From an optimization exercise on the open Yosys and OpenROAD flow, aimed at small area, a short achievable clock period and few clock cycles; shortcuts taken in it are not production practice.
Function was checked by simulation only, so behaviour that the tests miss may differ from the original.
No activity file was given, so power comes from the tool's default toggle rates.

File: flow/run.sh
#!/bin/bash
# synth_recipe.tcl (not shown) runs the flow's synth.tcl, then flattens the netlist and writes it again
# the make line also repeats each setting of config.mk as NAME=value (left out here)
make -C /OpenROAD-flow-scripts/flow DESIGN_CONFIG=/design/flow/config.mk WORK_HOME=/design/flow/orfs CLKGATE_MAP_FILE= SYNTH_SCRIPT=/design/flow/synth_recipe.tcl finish
File: flow/config.mk
export PLATFORM = sky130hd
export DESIGN_NAME = attn_top
export DESIGN_NICKNAME = attn_top
export VERILOG_FILES = /design/flow/design.v
export SDC_FILE = /design/flow/constraint.sdc
export NUM_CORES = 4
export LEC_CHECK = 0
export CAP_MARGIN = 20
export CORE_MARGIN = 2
export CORE_UTILIZATION = 40
export SLEW_MARGIN = 20
File: flow/constraint.sdc
create_clock -name core_clock -period 4.0 [get_ports {I_CLK}]
set_input_delay 0.8000 -clock core_clock [delete_from_list [all_inputs] [get_ports {I_CLK}]]
set_output_delay 0.8000 -clock core_clock [all_outputs]
set_load 0.01 [all_outputs]
File: flow/design.v
`timescale 1ns/100ps
`default_nettype none
package attn_pkg;
    localparam int D_W        = 8;           
    localparam int TILE       = 4;           
    localparam int N_QO_TILES = 2;           
    localparam int N_KV_TILES = 2;           
    localparam int N_COL      = 2;           
    localparam int MAX_TILES = (N_QO_TILES > N_KV_TILES) ? N_QO_TILES : N_KV_TILES;
    localparam int LINE_W    = (MAX_TILES > 1) ? $clog2(MAX_TILES) : 1;
    localparam int COL_W     = (N_COL > 1) ? $clog2(N_COL) : 1;
    localparam logic [D_W-1:0] SCALE_DK = 8'd3;
    typedef logic [TILE*TILE*D_W-1:0] tile_t;
    typedef enum logic [1:0] {
        MAT_Q = 2'd0,
        MAT_K = 2'd1,
        MAT_V = 2'd2,
        MAT_O = 2'd3
    } mat_sel_e;
    typedef enum logic [2:0] {
        STEP_IDLE   = 3'd0,
        STEP_LOAD_K = 3'd1,
        STEP_TRANS  = 3'd2,
        STEP_LOAD_Q = 3'd3,      
        STEP_SCALE  = 3'd4,
        STEP_PV     = 3'd5,
        STEP_O_UPD  = 3'd6       
    } seq_step_e;
endpackage
`default_nettype wire
`timescale 1ns/100ps
`default_nettype none
import attn_pkg::*;
module attn_tile_seq (
    input  wire logic                I_CLK,
    input  wire logic                I_RST_N,
    input  wire logic                i_attn_start,
    input  wire logic                i_sa_vld,
    output logic                     o_sa_start,
    output attn_pkg::seq_step_e      o_step,
    output logic                     o_data_vld,
    output logic                     mem_req_rd,
    output logic                     mem_req_wr,
    output attn_pkg::mat_sel_e       mem_mat_sel,
    output logic [attn_pkg::LINE_W-1:0] mem_line,
    output logic [attn_pkg::COL_W-1:0]  mem_col,
    input  wire logic                mem_done
);
    typedef enum logic [4:0] {
        S_IDLE,
        S_RD_K,    S_WAIT_K,  S_TRANS,
        S_RD_Q,    S_WAIT_Q,  S_GO_QK,   S_SA_QK,
        S_SC_LOAD, S_GO_SC,   S_SA_SC,
        S_RD_V,    S_WAIT_V,  S_GO_PV,   S_SA_PV,
        S_RD_O,    S_WAIT_O,  S_WR,      S_WAIT_WR
    } state_e;
    state_e            state;
    logic [LINE_W-1:0] kv_cnt;
    logic [LINE_W-1:0] qo_cnt;
    logic [COL_W-1:0]  col_cnt;
    logic              last_col;
    logic              last_qo;
    logic              last_kv;
    assign last_col = (col_cnt == COL_W'(N_COL - 1));
    assign last_qo  = (qo_cnt == LINE_W'(N_QO_TILES - 1));
    assign last_kv  = (kv_cnt == LINE_W'(N_KV_TILES - 1));
    always_ff @(posedge I_CLK or negedge I_RST_N) begin
        if (!I_RST_N) begin
            state   <= S_IDLE;
            kv_cnt  <= '0;
            qo_cnt  <= '0;
            col_cnt <= '0;
        end else begin
            case (state)
                S_IDLE: begin
                    if (i_attn_start) begin
                        state   <= S_RD_K;
                        kv_cnt  <= '0;
                        qo_cnt  <= '0;
                        col_cnt <= '0;
                    end
                end
                S_RD_K:    state <= S_WAIT_K;
                S_WAIT_K:  if (mem_done) state <= S_TRANS;
                S_TRANS:   state <= S_RD_Q;
                S_RD_Q:    state <= S_WAIT_Q;
                S_WAIT_Q:  if (mem_done) state <= S_GO_QK;
                S_GO_QK:   state <= S_SA_QK;         
                S_SA_QK: begin
                    if (i_sa_vld) begin
                        if (last_col) begin
                            col_cnt <= '0;
                            state   <= S_SC_LOAD;
                        end else begin
                            col_cnt <= col_cnt + 1'b1;
                            state   <= S_RD_K;
                        end
                    end
                end
                S_SC_LOAD: state <= S_GO_SC;         
                S_GO_SC:   state <= S_SA_SC;
                S_SA_SC:   if (i_sa_vld) state <= S_RD_V;
                S_RD_V:    state <= S_WAIT_V;
                S_WAIT_V:  if (mem_done) state <= S_GO_PV;
                S_GO_PV:   state <= S_SA_PV;
                S_SA_PV:   if (i_sa_vld) state <= S_RD_O;
                S_RD_O:    state <= S_WAIT_O;
                S_WAIT_O:  if (mem_done) state <= S_WR;
                S_WR:      state <= S_WAIT_WR;
                S_WAIT_WR: begin
                    if (mem_done) begin
                        if (!last_col) begin
                            col_cnt <= col_cnt + 1'b1;
                            state   <= S_RD_V;   
                        end else begin
                            col_cnt <= '0;
                            state   <= S_RD_K;
                            if (!last_qo) begin
                                qo_cnt <= qo_cnt + 1'b1;
                            end else begin
                                qo_cnt <= '0;
                                if (!last_kv) begin
                                    kv_cnt <= kv_cnt + 1'b1;
                                end else begin
                                    kv_cnt <= '0;    
                                    state  <= S_IDLE;
                                end
                            end
                        end
                    end
                end
                default:   state <= S_IDLE;
            endcase
        end
    end
    always_ff @(posedge I_CLK or negedge I_RST_N) begin
        if (!I_RST_N) begin
            o_sa_start <= 1'b0;
        end else begin
            o_sa_start <= (state == S_GO_QK) || (state == S_GO_SC) || (state == S_GO_PV);
        end
    end
    assign o_data_vld = (state == S_WAIT_WR) && mem_done && last_col && last_qo && last_kv;
    always_comb begin
        case (state)
            S_RD_K, S_WAIT_K:                     o_step = STEP_LOAD_K;
            S_TRANS:                              o_step = STEP_TRANS;
            S_RD_Q, S_WAIT_Q, S_GO_QK, S_SA_QK:   o_step = STEP_LOAD_Q;
            S_SC_LOAD, S_GO_SC, S_SA_SC:          o_step = STEP_SCALE;
            S_RD_V, S_WAIT_V, S_GO_PV, S_SA_PV:   o_step = STEP_PV;
            S_RD_O, S_WAIT_O, S_WR, S_WAIT_WR:    o_step = STEP_O_UPD;
            default:                              o_step = STEP_IDLE;
        endcase
    end
    assign mem_req_rd = (state == S_RD_K) || (state == S_RD_Q) ||
                        (state == S_RD_V) || (state == S_RD_O);
    assign mem_req_wr = (state == S_WR);
    assign mem_col    = col_cnt;
    always_comb begin
        mem_mat_sel = MAT_O;
        mem_line    = qo_cnt;            
        case (state)
            S_RD_K: begin
                mem_mat_sel = MAT_K;
                mem_line    = kv_cnt;
            end
            S_RD_Q: mem_mat_sel = MAT_Q;
            S_RD_V: begin
                mem_mat_sel = MAT_V;
                mem_line    = kv_cnt;
            end
            default: ;
        endcase
    end
endmodule
`default_nettype wire
`timescale 1ns/100ps
`default_nettype none
import attn_pkg::*;
module tile_mem_access (
    input  wire logic                   I_CLK,
    input  wire logic                   I_RST_N,
    input  wire logic                   mem_req_rd,
    input  wire logic                   mem_req_wr,
    input  wire attn_pkg::mat_sel_e     mem_mat_sel,
    input  wire logic [attn_pkg::LINE_W-1:0] mem_line,
    input  wire logic [attn_pkg::COL_W-1:0]  mem_col,
    output logic                        mem_done,
    output attn_pkg::tile_t             mem_rd_tile,
    input  wire logic                   i_bram_rd_vld,
    input  wire attn_pkg::tile_t        i_bram_rd_mat,
    input  wire logic                   i_bram_wr_done,
    output logic                        o_rd_ena,
    output logic                        o_wr_ena,
    output attn_pkg::mat_sel_e          o_bram_sel_mat,
    output logic [attn_pkg::LINE_W-1:0] o_bram_sel_line,
    output logic [attn_pkg::COL_W-1:0]  o_bram_sel_col
);
    always_ff @(posedge I_CLK or negedge I_RST_N) begin
        if (!I_RST_N) begin
            o_rd_ena        <= 1'b0;
            o_wr_ena        <= 1'b0;
            o_bram_sel_mat  <= MAT_Q;
            o_bram_sel_line <= '0;
            o_bram_sel_col  <= '0;
            mem_done        <= 1'b0;
        end else begin
            mem_done <= 1'b0;
            if (mem_req_rd || mem_req_wr) begin
                o_rd_ena        <= mem_req_rd;
                o_wr_ena        <= mem_req_wr;
                o_bram_sel_mat  <= mem_mat_sel;      
                o_bram_sel_line <= mem_line;
                o_bram_sel_col  <= mem_col;
            end else if (o_rd_ena && i_bram_rd_vld) begin
                o_rd_ena <= 1'b0;
                mem_done <= 1'b1;
            end else if (o_wr_ena && i_bram_wr_done) begin
                o_wr_ena <= 1'b0;
                mem_done <= 1'b1;
            end
        end
    end
    always_ff @(posedge I_CLK) begin
        if (o_rd_ena && i_bram_rd_vld) begin
            mem_rd_tile <= i_bram_rd_mat;
        end
    end
endmodule
`default_nettype wire
`timescale 1ns/100ps
`default_nettype none
import attn_pkg::*;
module sa_operand_regs (
    input  wire logic                I_CLK,
    input  wire logic                I_RST_N,
    input  wire attn_pkg::seq_step_e i_step,
    input  wire attn_pkg::tile_t     i_rd_tile,
    input  wire logic                i_rd_done,
    input  wire logic                i_sa_vld,
    input  wire attn_pkg::tile_t     i_sa_result,
    output attn_pkg::tile_t          o_mat_1,
    output attn_pkg::tile_t          o_mat_2,
    output attn_pkg::tile_t          o_data_load,
    output attn_pkg::tile_t          o_pv_result
);
    attn_pkg::seq_step_e step_q;
    logic      scale_entry;
    attn_pkg::tile_t     k_trans;
    attn_pkg::tile_t     scale_diag;
    for (genvar r = 0; r < TILE; r++) begin : g_row
        for (genvar c = 0; c < TILE; c++) begin : g_col
            assign k_trans[(c*TILE+r)*D_W +: D_W]    = o_mat_1[(r*TILE+c)*D_W +: D_W];
            assign scale_diag[(r*TILE+c)*D_W +: D_W] = (r == c) ? SCALE_DK : '0;
        end
    end
    assign scale_entry = (i_step == STEP_SCALE) && (step_q != STEP_SCALE);
    always_ff @(posedge I_CLK or negedge I_RST_N) begin
        if (!I_RST_N) begin
            step_q      <= STEP_IDLE;
            o_mat_1     <= '0;
            o_mat_2     <= '0;
            o_data_load <= '0;
            o_pv_result <= '0;
        end else begin
            step_q <= i_step;
            case (i_step)
                STEP_LOAD_K: begin
                    if (i_rd_done) o_mat_1 <= i_rd_tile;
                end
                STEP_TRANS: o_mat_2 <= k_trans;
                STEP_LOAD_Q: begin
                    if (i_rd_done) o_mat_1 <= i_rd_tile;
                    if (i_sa_vld) o_data_load <= i_sa_result;    
                end
                STEP_SCALE: begin
                    if (scale_entry) begin
                        o_mat_1     <= o_data_load;              
                        o_mat_2     <= scale_diag;
                        o_data_load <= '0;   
                    end else if (i_sa_vld) begin
                        o_mat_1 <= i_sa_result;                  
                    end
                end
                STEP_PV: begin
                    if (i_rd_done) o_mat_2 <= i_rd_tile;         
                    if (i_sa_vld) o_pv_result <= i_sa_result;
                end
                default: ;
            endcase
        end
    end
endmodule
`default_nettype wire
`timescale 1ns/100ps
`default_nettype none
import attn_pkg::*;
module o_tile_accum (
    input  wire logic            I_CLK,
    input  wire logic            I_RST_N,
    input  wire attn_pkg::tile_t i_o_tile,
    input  wire logic            i_o_load,
    input  wire attn_pkg::tile_t i_pv_result,
    output attn_pkg::tile_t      o_att_data
);
    attn_pkg::tile_t o_sum;
    for (genvar e = 0; e < TILE*TILE; e++) begin : g_add
        assign o_sum[e*D_W +: D_W] = i_o_tile[e*D_W +: D_W] + i_pv_result[e*D_W +: D_W];
    end
    always_ff @(posedge I_CLK or negedge I_RST_N) begin
        if (!I_RST_N) begin
            o_att_data <= '0;
        end else if (i_o_load) begin
            o_att_data <= o_sum;                 
        end
    end
endmodule
`default_nettype wire
`timescale 1ns/100ps
`default_nettype none
import attn_pkg::*;
module attn_top (
    input  wire logic         I_CLK,
    input  wire logic         I_RST_N,
    input  wire logic         i_attn_start,
    input  wire logic         i_sa_vld,
    input  wire logic [127:0] i_sa_result,
    output logic              o_sa_start,
    output logic [127:0]      o_mat_1,
    output logic [127:0]      o_mat_2,
    output logic [127:0]      o_data_load,
    output logic              o_data_vld,
    output logic [127:0]      o_att_data,
    input  wire logic         i_bram_rd_vld,
    input  wire logic [127:0] i_bram_rd_mat,
    input  wire logic         i_bram_wr_done,
    output logic              o_rd_ena,
    output logic              o_wr_ena,
    output logic [1:0]        o_bram_sel_mat,
    output logic [0:0]        o_bram_sel_line,
    output logic [0:0]        o_bram_sel_col
);
    logic              mem_req_rd;
    logic              mem_req_wr;
    attn_pkg::mat_sel_e          mem_mat_sel;
    logic [LINE_W-1:0] mem_line;
    logic [COL_W-1:0]  mem_col;
    logic              mem_done;
    attn_pkg::tile_t             mem_rd_tile;
    attn_pkg::seq_step_e step;
    attn_pkg::tile_t     pv_result;
    attn_pkg::tile_t     mat_1;
    attn_pkg::tile_t     mat_2;
    attn_pkg::tile_t     data_load;
    attn_pkg::tile_t     att_data;
    attn_pkg::mat_sel_e  sel_mat;
    logic      o_load;
    assign o_mat_1        = mat_1;
    assign o_mat_2        = mat_2;
    assign o_data_load    = data_load;
    assign o_att_data     = att_data;
    assign o_bram_sel_mat = sel_mat;
    assign o_load = o_rd_ena && i_bram_rd_vld && (sel_mat == MAT_O);    
    attn_tile_seq attn_tile_seq_i (
        .I_CLK        (I_CLK),
        .I_RST_N      (I_RST_N),
        .i_attn_start (i_attn_start),
        .i_sa_vld     (i_sa_vld),
        .o_sa_start   (o_sa_start),
        .o_step       (step),
        .o_data_vld   (o_data_vld),
        .mem_req_rd   (mem_req_rd),
        .mem_req_wr   (mem_req_wr),
        .mem_mat_sel  (mem_mat_sel),
        .mem_line     (mem_line),
        .mem_col      (mem_col),
        .mem_done     (mem_done)
    );
    tile_mem_access tile_mem_access_i (
        .I_CLK           (I_CLK),
        .I_RST_N         (I_RST_N),
        .mem_req_rd      (mem_req_rd),
        .mem_req_wr      (mem_req_wr),
        .mem_mat_sel     (mem_mat_sel),
        .mem_line        (mem_line),
        .mem_col         (mem_col),
        .mem_done        (mem_done),
        .mem_rd_tile     (mem_rd_tile),
        .i_bram_rd_vld   (i_bram_rd_vld),
        .i_bram_rd_mat   (i_bram_rd_mat),
        .i_bram_wr_done  (i_bram_wr_done),
        .o_rd_ena        (o_rd_ena),
        .o_wr_ena        (o_wr_ena),
        .o_bram_sel_mat  (sel_mat),
        .o_bram_sel_line (o_bram_sel_line),
        .o_bram_sel_col  (o_bram_sel_col)
    );
    sa_operand_regs sa_operand_regs_i (
        .I_CLK       (I_CLK),
        .I_RST_N     (I_RST_N),
        .i_step      (step),
        .i_rd_tile   (mem_rd_tile),
        .i_rd_done   (mem_done),
        .i_sa_vld    (i_sa_vld),
        .i_sa_result (i_sa_result),
        .o_mat_1     (mat_1),
        .o_mat_2     (mat_2),
        .o_data_load (data_load),
        .o_pv_result (pv_result)
    );
    o_tile_accum o_tile_accum_i (
        .I_CLK       (I_CLK),
        .I_RST_N     (I_RST_N),
        .i_o_tile    (i_bram_rd_mat),
        .i_o_load    (o_load),
        .i_pv_result (pv_result),
        .o_att_data  (att_data)
    );
endmodule
`default_nettype wire
==> metrics.md <==
| Metric | Value |
|---|---|
| Post-synthesis sequential area ratio | `54.4%` |
| Outcome | `timing/DRC/antenna clean` |
| Leakage | `21.5 nW` |
| Global-route wire length before repair | `between 150000 and 200000 um` |
| Port bufs | `781` |
| #FFs+latches synth | `~790` |
| Async SR Flop Fraction | `a little over four fifths` |
| Worst setup SP type | `flip-flop` |
| Final Critical Period | `about 3.8 ns` |
| CTS tree | `yes` |
| Largest net degree at the start of global routing | `between 100 and 150` |
| Detailed-route wire length | `between 100000 and 150000 um` |
| Switching share of power | `approximately two fifths` |
| Root Buffer | `clkbuf_16` |
| Total CTS buffers | `90` |
| Yosys synthesis warning count | `4` |
| Flop pwr share | `32.8%` |
| Critical-path maximum fanout | `8` |
| Area grow syn2layout | `33.2%` |
| TritonCTS Sinks | `787` |
| Max clock buf depth | `3` |
| Final setup TNS | `0 ns` |
| Pint | `26.7 mW` |
| # H-tree levels | `3` |
| VDD IR max | `between 0.6 and 0.7 mV` |
| Number of distinct library cells after synthesis | `55` |
| Worst-path clk slew | `around 0.060 ns` |
| Post-DP HPWL | `around 96000 um` |
| Worst slew pin tran | `around 1.1 ns` |
| Wire per inst | `24.9 um` |
| Final hold viol count | `0` |
| Core Area | `92900 um2` |
| Ys flop type | `dfrtp_1` |
| Clk_skew | `roughly 0.038 ns` |
| Drt first pass iters | `5` |
| Avg Cell Area, Syn | `11.4 um2` |
| Crit path max-delay cell type | `clkdlybuf4s50_1` |
| Die Footprint | `around 96000 um2` |
| Crit end category | `output pin` |
| Post-cts sizing count | `0` |
| GRT Util Overall | `between 20 and 30%` |
| Core Rows | `between 100 and 150` |
| Post-synth EDFFs | `between 100 and 150` |
| Placed inst area | `46900 um2` |
| Die height | `approximately 310 um` |
| Post-Syn Nets | `roughly 3700` |
| Setup-failing EPs final | `0` |
| GRT Residual Overflow | `0` |
| GP Congestion | `approximately 0.90` |
| Antenna violations before repair | `17` |
| CP cell instances | `inv_1 -> ha_1 -> nand2_1 -> nor3_1 -> nand2_1 -> nor2_1 -> clkdlybuf4s50_1` |
| Worst path arrival time | `2.99 ns` |
| Most frequent CP cell | `nand2_1` |
| Fmax | `264 MHz` |
| Pwr per Cell Area | `874 nW/um2` |
| Syn Inst Count | `3272` |
| Final Util | `~54%` |
| Clock power frac | `around a fifth` |
| Psw | `16.8 mW` |
| Crit path buf inv count | `2` |
| Final Max Tran Viols | `0` |
| Ports | `782` |
| Worst hold path type | `primary input to async pin` |
| Die Span X | `just over 300 um` |
| Worst path required time | `3.20 ns` |
| Skew-Pair Late Insertion Delay | `~0.7 ns` |
| Worst slew margin | `a little under a quarter` |
| Layout cells sized above 1 | `between 10% and 20%` |
| Vias per Instance | `roughly 5.3` |
| Synthesized area | `37400 um2` |
| Critical Path Max Stage Delay | `0.68 ns` |
| DR iter-0 viols | `1950` |
| Final net count | `around 4400` |
| DR DRC count | `0` |
| Tcrit/Tclk final | `between 90% and 100%` |
| Via Count | `between 20000 and 30000` |
| Initial Utilization | `between 40% and 50%` |
| Hold Buf Count CTS | `0` |
| Vias in the first global route | `~28000` |
| RSZ-0062 raised after global routing | `no` |
| Setup Fix Bufs, Post-CTS | `0` |
| Combinational Power Share | `48.4%` |
| CP top delay family | `simple AND/OR/NAND/NOR gates` |
| Max Cap Viol | `0` |
| Critical path class | `flip-flop to output pin` |
| Final Cell Area | `between 40000 and 50000 um2` |
| Post-route ant nets | `0` |
[kinds of logic after synthesis]
kind of cell	synth area share, %
flip-flops	54.4
AO/OA/AOI/OAI	12.7
AND/OR/NAND/NOR	5.89
multiplexers	15.7
buffers and inverters	3.96
adder cells (fa/ha/maj)	4.80
XOR/XNOR	2.58
[synthesized netlist by cell type (15+ instances only)]
cell	instances	share of area (%)
xor2_1	33	0.77
a21oi_1	221	3.0
a21o_1	23	0.46
mux2i_1	268	7.2
a211o_1	15	0.35
clkbuf_1	120	1.2
o22ai_1	25	0.42
dfrtp_1	659	44
fa_1	16	0.86
o21ai_0	226	3.0
a22o_1	120	2.8
o21a_1	35	0.70
mux2_2	280	8.4
nand2_1	391	3.9
buf_2	40	0.54
o21bai_1	31	0.62
nor2_1	144	1.4
edfxtp_1	128	10
inv_1	164	1.6
xnor2_1	77	1.8
ha_1	117	3.9
a211oi_1	20	0.40
o21ai_1	39	0.52
[cell usage in the layout, fill, tap and decap left out, drive strengths merged, types with 31 or more instances in the layout]
master / synthesis / layout
mux2: 281 / 281
o21bai: 31 / 31
o21a: 35 / 35
buf: 69 / 69
clkbuf: 120 / 139
dfrtp: 659 / 659
edfxtp: 128 / 128
o21ai: 266 / 266
inv: 164 / 165
nand2: 391 / 391
xnor2: 77 / 77
ha: 117 / 117
a22o: 120 / 120
nor2: 144 / 144
a21oi: 221 / 221
clkdlybuf4s50: 0 / 780
mux2i: 268 / 268
xor2: 33 / 33
[power by group through the flow]
stage	Clock (mW)	Sequential (mW)	Combinational, mW
finish	8.20	14.3	21.0
global route	8.70	14.6	22.8
CTS	8.36	14.3	21.2
detailed placement	0	14.4	21.1
global placement	0	14.3	20.9
floorplan	0	14.5	10.9
[routing by layer]
metal	up-vias	wire length (um)	global-route usage, %
li1	13000	-	-
met1	14100	54200	34.1
met2	869	64900	45.9
met3	202	9320	6.82
met4	14	5090	10.7
met5	-	92	0
[cell type report]
class | count | area (um2)
Fill cell | 8188 | 43100
Sequential cell | 787 | 20300
Clock inverter | 28 | 229
Timing Repair Buffer | 849 | 8670
Inverter | 164 | 619
Multi-Input combinational cell | 2132 | 15700
Tap cell | 1254 | 1570
Clock buffer | 139 | 2670
Antenna cell | 7 | 17.5
[sequential cells by signal, summed over array words and instances (netlist names)]
signal and flops:
tile_mem_access_i.o_bram_sel_col 1, sa_operand_regs_i.o_mat_1 128, tile_mem_access_i.mem_done 1, sa_operand_regs_i.o_data_load 128, sa_operand_regs_i.step_q 3, attn_tile_seq_i.o_sa_start 1, attn_tile_seq_i.kv_cnt 1, tile_mem_access_i.o_wr_ena 1
attn_tile_seq_i.state 5, sa_operand_regs_i.o_pv_result 128, tile_mem_access_i.mem_rd_tile 128, tile_mem_access_i.o_bram_sel_line 1, attn_tile_seq_i.qo_cnt 1, tile_mem_access_i.o_bram_sel_mat 2, sa_operand_regs_i.o_mat_2 128, attn_tile_seq_i.col_cnt 1
tile_mem_access_i.o_rd_ena 1, o_tile_accum_i.o_att_data 128
[worst reg2reg max path, delay by kind of cell (launching register included)]
| kind | cells | cell delay, ns |
|---|---|---|
| muxes | 1 | 0.86 |
| and+or+nand+nor | 2 | 0.94 |
| DFF | 1 | 0.48 |
| buffers and inverters | 1 | 0.41 |
| AOI/OAI and AO/OA | 1 | 0.16 |
[per-stage QoR]
stage	setup WS [ns]	power [mW]	instances	hold WS (ns)
after CTS	0.195	43.8	5353	0.208
after floorplan	-0.0196	25.4	3272	0.484
after global placement	0.958	35.2	5186	0.462
final	0.211	43.5	5360	0.200
after detailed placement	0.887	35.5	5186	0.470
after global routing	0.00694	46.1	5360	0.233
[worst paths after layout]
check	depth (start not counted)	startpoint	slack (ns)	end
setup / recovery	7	attn_tile_seq_i.state[0]$_DFFE_PN0P_	0.21	o_data_vld
max in group asynchronous	2	I_RST_N	2.87	sa_operand_regs_i.o_data_load[96]$_DFFE_PN0P_
setup reg to reg	5	attn_tile_seq_i.state[4]$_DFFE_PN0P_	1.03	sa_operand_regs_i.o_mat_1[87]$_DFFE_PN0P_
hold / removal	1	I_RST_N	0.20	sa_operand_regs_i.o_pv_result[45]$_DFFE_PN0P_
hold reg to reg	2	o_tile_accum_i.o_att_data[6]$_DFFE_PN0P_	0.48	o_tile_accum_i.o_att_data[6]$_DFFE_PN0P_
min in group core_clock	2	o_tile_accum_i.o_att_data[6]$_DFFE_PN0P_	0.48	o_tile_accum_i.o_att_data[6]$_DFFE_PN0P_
Testbench counts, summed over its fixed seeds: cycles 23,872.

static timing again, ports no longer ideal:
The results above use ideal ports. As a check the final layout listed here was re-extracted and re-timed, cells and wires unchanged.
Step 1, drivers: a clkbuf_16 drives I_CLK and a buf_2 each remaining input, both assumed.
Step 2, shift: input delay + t, output delay - t, t = (earliest + latest rising clock arrival at the registers) / 2. This alone moves slack from input paths to output paths.
Three values: no drivers, after step 1, after step 2; two values: the first two.
t, ns: 0.721
setup WS [ns]: 0.211 / 0.147 / 0.812
worst slew at a driven data input, ns: 0.13
After both steps setup and hold are still met in this run. The setup slack of this run moves by -0.064 ns with the drivers and by +0.601 ns with both steps.
